Background: an optimization exercise with open tools, aiming at small area, a short achievable clock period and few clock cycles per item. Do not read the settings as production practice.
Where RTL was checked, it was by simulation tests only, not by an equivalence proof against the original.

==> flow/design.v (excerpt) <==
module fp32_div_pipe (
  input  logic        clk,
  input  logic        rst_n,
  input  logic        in_valid,
  output logic        in_ready,
  input  logic [31:0] in_a,
  input  logic [31:0] in_b,
  output logic        out_valid,
  input  logic        out_ready,
  output logic [31:0] out_q,
  output logic [3:0]  out_flags
);
Size in the first run: roughly 43000 um2 of cells after synthesis.
Settings: LEC_CHECK=0, ABC_AREA=1, CAP_MARGIN=20, CORE_MARGIN=2, CORE_UTILIZATION=60, CTS_CLUSTER_DIAMETER=100, CTS_CLUSTER_SIZE=30, SLEW_MARGIN=50, SYNTH_HIERARCHICAL=1, SYNTH_MINIMUM_KEEP_SIZE=0; clock period 125.0 ns.
standard.sh (not shown) runs the stock make flow with config.mk's settings and CLKGATE_MAP_FILE= SYNTH_SCRIPT=/design/flow/synth_recipe.tcl, a recipe that flattens the netlist after the stock synthesis.
==> flow/flow/run.sh <==
#!/bin/bash
# Own layout flow: the standard flow (standard synthesis, floorplan, place,
# CTS, route) unchanged, except that the input and output port buffers that
# buffer_ports inserts are sky130_fd_sc_hd__buf_2 cells instead of the default
# choice. Every port is still buffered.
set -euo pipefail
export BUFFER_PORTS_ARGS="-buffer_cell sky130_fd_sc_hd__buf_2"
bash standard.sh finish > standard_flow.log 2>&1
The starting point completed with no timing, DRC or antenna violations.
Testbench counts at the start, summed over its fixed seeds: cycles 16,032, items 16,000.
Then changed:
--- a/flow/design.v
+++ b/flow/design.v
@@ -1015,37 +1015,37 @@
   assign sticky = (|p[21:0]) | (p47 & p[22]);
   assign rnd = guard & (sticky | mant[0]);
   assign ic[0] = rnd;
   assign ic[1] = ic[0] & (&mant[0:0]);
   assign ic[2] = ic[0] & (&mant[1:0]);
   assign ic[3] = ic[0] & (&mant[2:0]);
   assign ic[4] = ic[0] & (&mant[3:0]);
   assign ic[5] = ic[0] & (&mant[4:0]);
   assign ic[6] = ic[0] & (&mant[5:0]);
   assign ic[7] = ic[0] & (&mant[6:0]);
   assign ic[8] = ic[0] & (&mant[7:0]);
-  assign ic[9] = ic[8] & (&mant[8:8]);
-  assign ic[10] = ic[8] & (&mant[9:8]);
-  assign ic[11] = ic[8] & (&mant[10:8]);
-  assign ic[12] = ic[8] & (&mant[11:8]);
-  assign ic[13] = ic[8] & (&mant[12:8]);
-  assign ic[14] = ic[8] & (&mant[13:8]);
-  assign ic[15] = ic[8] & (&mant[14:8]);
-  assign ic[16] = ic[8] & (&mant[15:8]);
-  assign ic[17] = ic[16] & (&mant[16:16]);
-  assign ic[18] = ic[16] & (&mant[17:16]);
-  assign ic[19] = ic[16] & (&mant[18:16]);
-  assign ic[20] = ic[16] & (&mant[19:16]);
-  assign ic[21] = ic[16] & (&mant[20:16]);
-  assign ic[22] = ic[16] & (&mant[21:16]);
-  assign ic[23] = ic[16] & (&mant[22:16]);
+  assign ic[9] = ic[0] & (&mant[8:0]);
+  assign ic[10] = ic[0] & (&mant[9:0]);
+  assign ic[11] = ic[0] & (&mant[10:0]);
+  assign ic[12] = ic[0] & (&mant[11:0]);
+  assign ic[13] = ic[0] & (&mant[12:0]);
+  assign ic[14] = ic[0] & (&mant[13:0]);
+  assign ic[15] = ic[0] & (&mant[14:0]);
+  assign ic[16] = ic[0] & (&mant[15:0]);
+  assign ic[17] = ic[0] & (&mant[16:0]);
+  assign ic[18] = ic[0] & (&mant[17:0]);
+  assign ic[19] = ic[0] & (&mant[18:0]);
+  assign ic[20] = ic[0] & (&mant[19:0]);
+  assign ic[21] = ic[0] & (&mant[20:0]);
+  assign ic[22] = ic[0] & (&mant[21:0]);
+  assign ic[23] = ic[0] & (&mant[22:0]);
   assign mcarry = ic[23];
   assign mant_r = mant ^ ic[22:0];
   assign exp_r = r2_e + {8'd0, p47 & mcarry, p47 ^ mcarry};
   assign n_ovf = ~exp_r[9] & (exp_r[8] | (&exp_r[7:0]));
   assign n_unf = exp_r[9] | (exp_r == 10'd0);
   assign r2_kind = (r2_e[9:7] == 3'b100) ? r2_e[2:1] : 2'b00;
   assign r2_kx = r2_e[0];
   assign k_nan = (r2_kind == 2'b01);
   assign k_inf = (r2_kind == 2'b10) | ((r2_kind == 2'b00) & n_ovf);
   assign k_zero = (r2_kind == 2'b11) | ((r2_kind == 2'b00) & n_unf & ~n_ovf);
   assign q3 = {r2_s & ~k_nan,
Count of clock-buffer cells in the layout goes up by 2.
Worst hold slack is about the same.
Register-to-register slack degrades by 0.79 ns.
Global-route usage fell by 1.7 points.
Critical path depth stays the same.
Cell area stays flat.
No functional check of the RTL was part of the second run of this note.

==> what the ideal ports hide <==
The flow's constraints put no driver on any port. The routed layouts listed below were extracted and timed again, unchanged, in two steps.
Step 1 assumes that a clkbuf_16 drives the clock port and a buf_2 every other input.
Step 2 times the ports against the registers' clock, not the clock port: input delays grow and output delays shrink by t, the midpoint of the rising clock arrivals with the driver on.
a / b / c = no drivers / after step 1 / after step 2; a / b = the first two.
| run | t (ns) | setup slack, ns | latest minus earliest clock arrival (ns) | worst data-port slew with drivers (ns) | pins driven straight from the clock port |
|---|---|---|---|---|---|
| the first run | 0.627 | 98.866 / 98.798 / 99.079 | 0.042 / 0.043 | 0.08 | 1 |
| the second run | 0.628 | 98.868 / 98.802 / 99.098 | 0.035 / 0.036 | 0.06 | 1 |
After both steps setup and hold are still met in every run listed.
